From an optimization exercise on the open Yosys and OpenROAD flow, aimed at small area; shortcuts taken in it are not production practice. The RTL was checked by simulation tests, not by an equivalence proof against the original design. Power is estimated from default activity; no workload was simulated.

==> flow/design.v <==
package sc_seq_pkg;
  typedef enum logic [2:0] {
    IDLE,
    RST_DUT,
    APPLY,
    SETTLE,
    CHECK,
    DONE
  } seq_state_e;
  localparam int CMP_W = 96;   
  function automatic integer idx_w(input integer depth);
    idx_w = $clog2(depth);
  endfunction
  function automatic integer cnt_w(input integer depth);
    cnt_w = $clog2(depth) + 1;
  endfunction
  function automatic logic masked_miss(
    input logic [CMP_W-1:0] act,
    input logic [CMP_W-1:0] want,
    input logic [CMP_W-1:0] mask
  );
    masked_miss = |((act ^ want) & mask);
  endfunction
endpackage
module sc_seq_vec_ram #(
  parameter int DEPTH = 16,
  parameter int W     = 32
) (
  input  logic                     clock,
  input  logic                     we,
  input  logic [$clog2(DEPTH)-1:0] waddr,
  input  logic [W-1:0]             wdata,
  input  logic [$clog2(DEPTH)-1:0] raddr,
  output logic [W-1:0]             rdata
);
  logic [W-1:0] mem [DEPTH];
  always_ff @(posedge clock) begin
    if (we) mem[waddr] <= wdata;
  end
  assign rdata = mem[raddr];
endmodule
module sc_io_test_sequencer #(
  parameter int DATA_W        = 32,
  parameter int NUM_IN        = 2,
  parameter int NUM_OUT       = 3,
  parameter int DEPTH         = 16,
  parameter int RESET_CYCLES  = 4,
  parameter int SETTLE_CYCLES = 64
) (
  input  logic                        clock,
  input  logic                        reset,
  input  logic                        start,
  input  logic [$clog2(DEPTH):0]      num_vec,
  input  logic                        vec_we,
  input  logic [$clog2(DEPTH)-1:0]    vec_addr,
  input  logic [NUM_IN*DATA_W-1:0]    vec_in,
  input  logic [NUM_OUT*DATA_W-1:0]   vec_exp,
  input  logic [NUM_OUT*DATA_W-1:0]   vec_mask,
  input  logic [NUM_OUT*DATA_W-1:0]   dut_out,
  output logic                        dut_resetn,
  output logic [NUM_IN*DATA_W-1:0]    dut_in,
  output logic                        busy,
  output logic                        done,
  output logic                        pass,
  output logic [$clog2(DEPTH):0]      fail_count,
  output logic [$clog2(DEPTH)-1:0]    first_fail,
  output logic [31:0]                 cycle_count
);
  localparam int IDX_W = sc_seq_pkg::idx_w(DEPTH);
  localparam int CNT_W = sc_seq_pkg::cnt_w(DEPTH);
  localparam int IN_W  = NUM_IN * DATA_W;
  localparam int OUT_W = NUM_OUT * DATA_W;
  localparam int ROW_W = IN_W + 2 * OUT_W;
  sc_seq_pkg::seq_state_e state, nxt;
  logic [IDX_W-1:0] idx;
  logic [CNT_W-1:0] nv;
  logic [CNT_W-1:0] nv_clamp;
  logic [31:0]      tmr;
  logic             tmr_zero;
  logic             last;
  logic             mism;
  logic             fail;
  logic             poll_hit;
  logic [ROW_W-1:0] ent;
  logic [IN_W-1:0]  ent_in;
  logic [OUT_W-1:0] ent_exp;
  logic [OUT_W-1:0] ent_mask;
  logic go, tmr_dec, rel, apply, chk, fin;
  sc_seq_vec_ram #(
    .DEPTH (DEPTH),
    .W     (ROW_W)
  ) u_ram (
    .clock (clock),
    .we    (vec_we && !busy),
    .waddr (vec_addr),
    .wdata ({vec_mask, vec_exp, vec_in}),
    .raddr (idx),
    .rdata (ent)
  );
  assign ent_in   = ent[IN_W-1:0];
  assign ent_exp  = ent[IN_W+OUT_W-1:IN_W];
  assign ent_mask = ent[ROW_W-1:IN_W+OUT_W];
  assign mism = sc_seq_pkg::masked_miss(sc_seq_pkg::CMP_W'(dut_out),
                            sc_seq_pkg::CMP_W'(ent_exp),
                            sc_seq_pkg::CMP_W'(ent_mask));
  assign tmr_zero = (tmr == 32'd0);
  assign last     = ({1'b0, idx} == nv - CNT_W'(1));
  assign nv_clamp = (num_vec > CNT_W'(DEPTH)) ?
                    CNT_W'(DEPTH) : num_vec;
  assign pass     = done && (fail_count == '0);
  assign poll_hit = 1'b0;
  assign fail     = mism;
  always_ff @(posedge clock or posedge reset) begin
    if (reset) state <= sc_seq_pkg::IDLE;
    else       state <= nxt;
  end
  always_comb begin
    nxt = state;
    unique case (state)
      sc_seq_pkg::IDLE:    if (start) nxt = sc_seq_pkg::RST_DUT;
      sc_seq_pkg::DONE:    if (start) nxt = sc_seq_pkg::RST_DUT;
      sc_seq_pkg::RST_DUT: if (tmr_zero)
                 nxt = (nv == '0) ? sc_seq_pkg::DONE : sc_seq_pkg::APPLY;
      sc_seq_pkg::APPLY:   nxt = sc_seq_pkg::SETTLE;
      sc_seq_pkg::SETTLE:  if (tmr_zero || poll_hit) nxt = sc_seq_pkg::CHECK;
      sc_seq_pkg::CHECK:   nxt = last ? sc_seq_pkg::DONE : sc_seq_pkg::APPLY;
      default: nxt = sc_seq_pkg::IDLE;
    endcase
  end
  always_comb begin
    go      = 1'b0;
    tmr_dec = 1'b0;
    rel     = 1'b0;
    apply   = 1'b0;
    chk     = 1'b0;
    fin     = 1'b0;
    unique case (state)
      sc_seq_pkg::IDLE, sc_seq_pkg::DONE: go = start;
      sc_seq_pkg::RST_DUT: begin
        tmr_dec = !tmr_zero;
        rel     = tmr_zero;
        fin     = tmr_zero && (nv == '0);
      end
      sc_seq_pkg::APPLY:  apply   = 1'b1;
      sc_seq_pkg::SETTLE: tmr_dec = !tmr_zero;
      sc_seq_pkg::CHECK: begin
        chk = 1'b1;
        fin = last;
      end
      default: ;
    endcase
  end
  always_ff @(posedge clock or posedge reset) begin
    if (reset) begin
      dut_resetn  <= 1'b0;
      dut_in      <= '0;
      busy        <= 1'b0;
      done        <= 1'b0;
      fail_count  <= '0;
      first_fail  <= '0;
      cycle_count <= '0;
      idx         <= '0;
      nv          <= '0;
      tmr         <= '0;
    end else begin
      if (busy && dut_resetn && cycle_count != '1)
        cycle_count <= cycle_count + 32'd1;
      if (tmr_dec) tmr <= tmr - 32'd1;
      if (rel) dut_resetn <= 1'b1;
      if (apply) begin
        dut_in <= ent_in;
        tmr    <= 32'(SETTLE_CYCLES - 1);
      end
      if (chk) begin
        if (fail) begin
          fail_count <= fail_count + CNT_W'(1);
          if (fail_count == '0) first_fail <= idx;
        end
        if (!last) idx <= idx + IDX_W'(1);
      end
      if (fin) begin
        busy <= 1'b0;
        done <= 1'b1;
      end
      if (go) begin
        busy        <= 1'b1;
        done        <= 1'b0;
        dut_resetn  <= 1'b0;
        nv          <= nv_clamp;
        idx         <= '0;
        fail_count  <= '0;
        first_fail  <= '0;
        cycle_count <= '0;
        tmr         <= 32'(RESET_CYCLES - 1);
      end
    end
  end
endmodule
==> flow/run.sh <==
#!/bin/bash
# synth_recipe.tcl (not shown) runs the flow's synth.tcl, then flattens the netlist and writes it again
# the make line also repeats each setting of config.mk as NAME=value (left out here)
make -C /OpenROAD-flow-scripts/flow DESIGN_CONFIG=/design/flow/config.mk WORK_HOME=/design/flow/orfs CLKGATE_MAP_FILE= SYNTH_SCRIPT=/design/flow/synth_recipe.tcl finish
==> flow/config.mk <==
export PLATFORM = sky130hd
export DESIGN_NAME = sc_io_test_sequencer
export DESIGN_NICKNAME = sc_io_test_sequencer
export VERILOG_FILES = /design/flow/design.v
export SDC_FILE = /design/flow/constraint.sdc
export NUM_CORES = 4
export LEC_CHECK = 0
export CAP_MARGIN = 20
export CORE_MARGIN = 2
export CORE_UTILIZATION = 45
export PLACE_DENSITY = 0.6
export SLEW_MARGIN = 20
==> flow/constraint.sdc <==
create_clock -name core_clock -period 6.5 [get_ports {clock}]
set_input_delay 1.3000 -clock core_clock [delete_from_list [all_inputs] [get_ports {clock}]]
set_output_delay 1.3000 -clock core_clock [all_outputs]
set_load 0.01 [all_outputs]
==> impl_metrics.toml <==
[cts]
path_clk_slew_ps = 70
insertion_delay_ps = 990
cts_buffers = 434
cts_setup_buffers = 0
cts_tree = "yes"
htreeDepth = 5
clock-sinks = 4248
clock-root-buffer = "clkbuf_16"
cts_resized = 0
cts_buffer_depth = 4
holdBufCountCts = 0

[floorplan]
die_h_um = 610
rows = 222
start_util = 0.452
die_area_mm2 = 0.372
fp.coreArea_mm2 = 0.365
die_x_um = 610
ios = 474

[power]
leakage_nw = 60.3
p_total_mw = 66.4
power.density_mw_per_mm2 = 349
peakVddDrop_uv = 258

[setup_path]
arrival_ps = 6250
reg2reg_slack_ps = 1080
critPathKind = "flop to flop"
crit_start = "idx[0]$_DFFE_PP0P_"
max_stage_delay_ps = 1060
crit_chain = "buf_4, mux4_2, xor2_1, a22o_1, a2111oi_0, a31oi_1, or3_1, o31ai_4, o22ai_4, o21ai_4, mux2i_1"
worstRegToRegCells = 11
required_ps = 7340
reg2reg_from = "idx[0]$_DFFE_PP0P_"
cp-start-kind = "flop"
cp_slowest_cell = "dfrtp_4"
rr_endpoint = "first_fail[0]$_DFFE_PP0P_"
crit_path_max_fanout = 34
crit_path_end_kind = "flop"

[synth]
yosys_warnings = 2
synth_edf_count = 4096
synth_nets = 9072
syn_avg_cell_area_um2 = 19.0
synth_cell_types = 90
seq_area_frac_synth = 0.768
async_flop_share = 0.0358
synth_seq_cells = 4248
ys_dominant_reg_cell = "edfxtp_1"
syn_inst = 8700
netlist_area_mm2 = 0.165

[finish]
instances_no_fill = 14600
layout_common_cells = "4,096 x edfxtp_1, 941 x xor2_1, 472 x clkdlybuf4s50_1"
layout-drive-gt1-share = 0.139
layout.nets = 9733
utilization = 0.521
area_delta_synth_final_pct = 15.3
final_common_cell = "edfxtp_1"

[drt]
vias = 84900
wirelength_um = 435000
route.detailed.drc = 0
routed_via_density = 5.83
dr.pass1.iters = 6
first_iter_violations = 8758
wl_per_cell_um = 29.9
ant_nets = 0

[placed_design]
place_congestion = 0.803
io_buffers = 473
dpl_worst_slack_ps = 591
dp.cells = 13700
dp_hpwl_um = 250000

[global_routing]
grt_pass1_vias = 85500
track_usage = 0.231
grt_overflow_total = 0
antenna_found_initial = 124
grt_pass1_wl_um = 621000
grt_max_degree = 118

[timing]
worstMarginPinSlew_ps = 1160
fin_crit_sh = 0.833
fin_skew_ps = 74.9
slew-limit-headroom = 0.225
rsz0062_at_grt = "no"
setup_viol = 0
fin_ws_ps = 1080
max_freq_ghz = 0.185
period_minus_slack_ps = 5420
hold_violations = 0
final_max_slew_viol_count = 0

[min_path]
min_path_cells = 2
min_from = "dut_in[18]$_DFFE_PP0P_"
hold_class = "flop to flop"
hold_end = "dut_in[18]$_DFFE_PP0P_"

[flow_run]
drv_cap = 0

[run_status]
status = "no timing/DRC/antenna violations"
registers in the layout, indices dropped and copies added (netlist names):
signal,cells
dut_in,64
done,1
first_fail,4
cycle_count,32
fail_count,5
nv,5
busy,1
tmr,32
u_ram.mem,4096
dut_resetn,1
state,3
idx,4
cell usage after synthesis, drive strengths merged (14+ instances only):
master,instances,area share
buf,264,0.0098
and3,35,0.0013
edfxtp,4096,0.75
a32oi,16,0.00085
o21ai,155,0.0048
nand3,203,0.0062
a221oi,170,0.0091
nand3b,24,0.0011
a222oi,39,0.0024
a21oi,116,0.0035
a32o,56,0.0034
mux2,66,0.0045
nand2,355,0.0081
clkbuf,179,0.0041
nand4,22,0.00083
nand2b,20,0.00076
dfrtp,152,0.023
o221ai,62,0.0033
a311oi,15,0.00080
o22ai,52,0.0021
nor4,37,0.0015
nor3,60,0.0018
a31oi,49,0.0019
inv,48,0.0011
xor2,941,0.050
a211oi,20,0.00094
nor2b,15,0.00057
mux2i,356,0.022
o31ai,14,0.00072
o211ai,40,0.0018
a22oi,87,0.0040
xnor2,120,0.0064
nor2,193,0.0044
mux4,424,0.058
or3,24,0.00091
routing by layer:
| metal | wire length, µm | GRT usage |
|---|---|---|
| met5 | 299 | 0 |
| met4 | 10300 | 0.0598 |
| met3 | 28500 | 0.0384 |
| met2 | 213000 | 0.380 |
| met1 | 184000 | 0.320 |
critical path: cells and delay by family (launching register included):
kind,cells,cell delay [ps]
AOI/OAI and AO/OA,6,2140
and+or+nand+nor,1,470
buffers and inverters,1,580
muxes,2,800
xor gates and xnor gates,1,160
DFF,1,1060
kinds of logic (layout without fill, tap and decap cells):
family | Yosys count | after routing | synth area share
AOI/OAI and AO/OA | 997 | 997 | 0.0453
xor gates and xnor gates | 1061 | 1061 | 0.0563
adders and majority gates | 7 | 7 | 0.000531
buffers and inverters | 492 | 1514 | 0.0150
DFF | 4248 | 4248 | 0.768
muxes | 846 | 846 | 0.0840
other | 0 | 40 | 0
and+or+nand+nor | 1049 | 1049 | 0.0304
through the flow:
step	hold WS (ps)	area (µm²)	setup TNS [ps]
2_1_floorplan	491	165000	-8763230
3_3_place_gp	469	176000	0
3_5_place_dp	474	176000	0
4_1_cts	487	190000	0
5_1_grt	504	190000	0
6_report	485	190000	0
final cells by class:
type / count / area [µm²]
Fill cell: 28700 / 175000
Sequential cell: 4248 / 127000
Multi-Input combinational cell: 3960 / 36000
Clock buffer: 551 / 11600
Timing Repair Buffer: 668 / 7180
Tap cell: 4816 / 6030
Clock inverter: 246 / 2380
Inverter: 49 / 209
Antenna cell: 40 / 100
power by group:
part / switching, mW / internal, mW / total [mW]
clock: 10.4 / 14.1 / 24.5
sequential: 0.500 / 30.5 / 31.0
combinational: 6.36 / 4.60 / 11.0
total: 17.3 / 49.1 / 66.4
how the worst max path moves through the flow:
| stage | cells past startpoint | end |
|---|---|---|
| 3_5_place_dp | 11 | fail_count[4]$_DFFE_PP0P_ |
| 4_1_cts | 11 | first_fail[0]$_DFFE_PP0P_ |
| 3_3_place_gp | 11 | fail_count[3]$_DFFE_PP0P_ |
| 2_1_floorplan | 2 | u_ram.mem[1][0]$_DFFE_PP_ |
| 6_report | 11 | first_fail[0]$_DFFE_PP0P_ |
| 5_1_grt | 11 | first_fail[0]$_DFFE_PP0P_ |

## port drivers added, routing unchanged
No port has a modelled driver above. Below, the same layout with a new extraction and two added sets of constraints. Step 1, drivers: a clkbuf_16 drives clock and a buf_2 each remaining input, both assumed. Step 2, shift: input delay + t, output delay - t, t = (earliest + latest rising clock arrival at the registers) / 2. This alone moves slack from input paths to output paths. a / b / c = no drivers / after step 1 / after step 2; a / b = the first two.
t (ns): 1.059
slack for setup (ns): 1.085 / 1.085 / 0.539
hold slack, ns: 0.485 / 0.485 / 0.485
worst setup path at the end: input to register
worst slew at a driven data input, ns: 0.26
After both steps setup and hold are still met in this run. For this run, drivers alone change the setup slack by 0.000 ns; drivers and shift together by -0.546 ns.
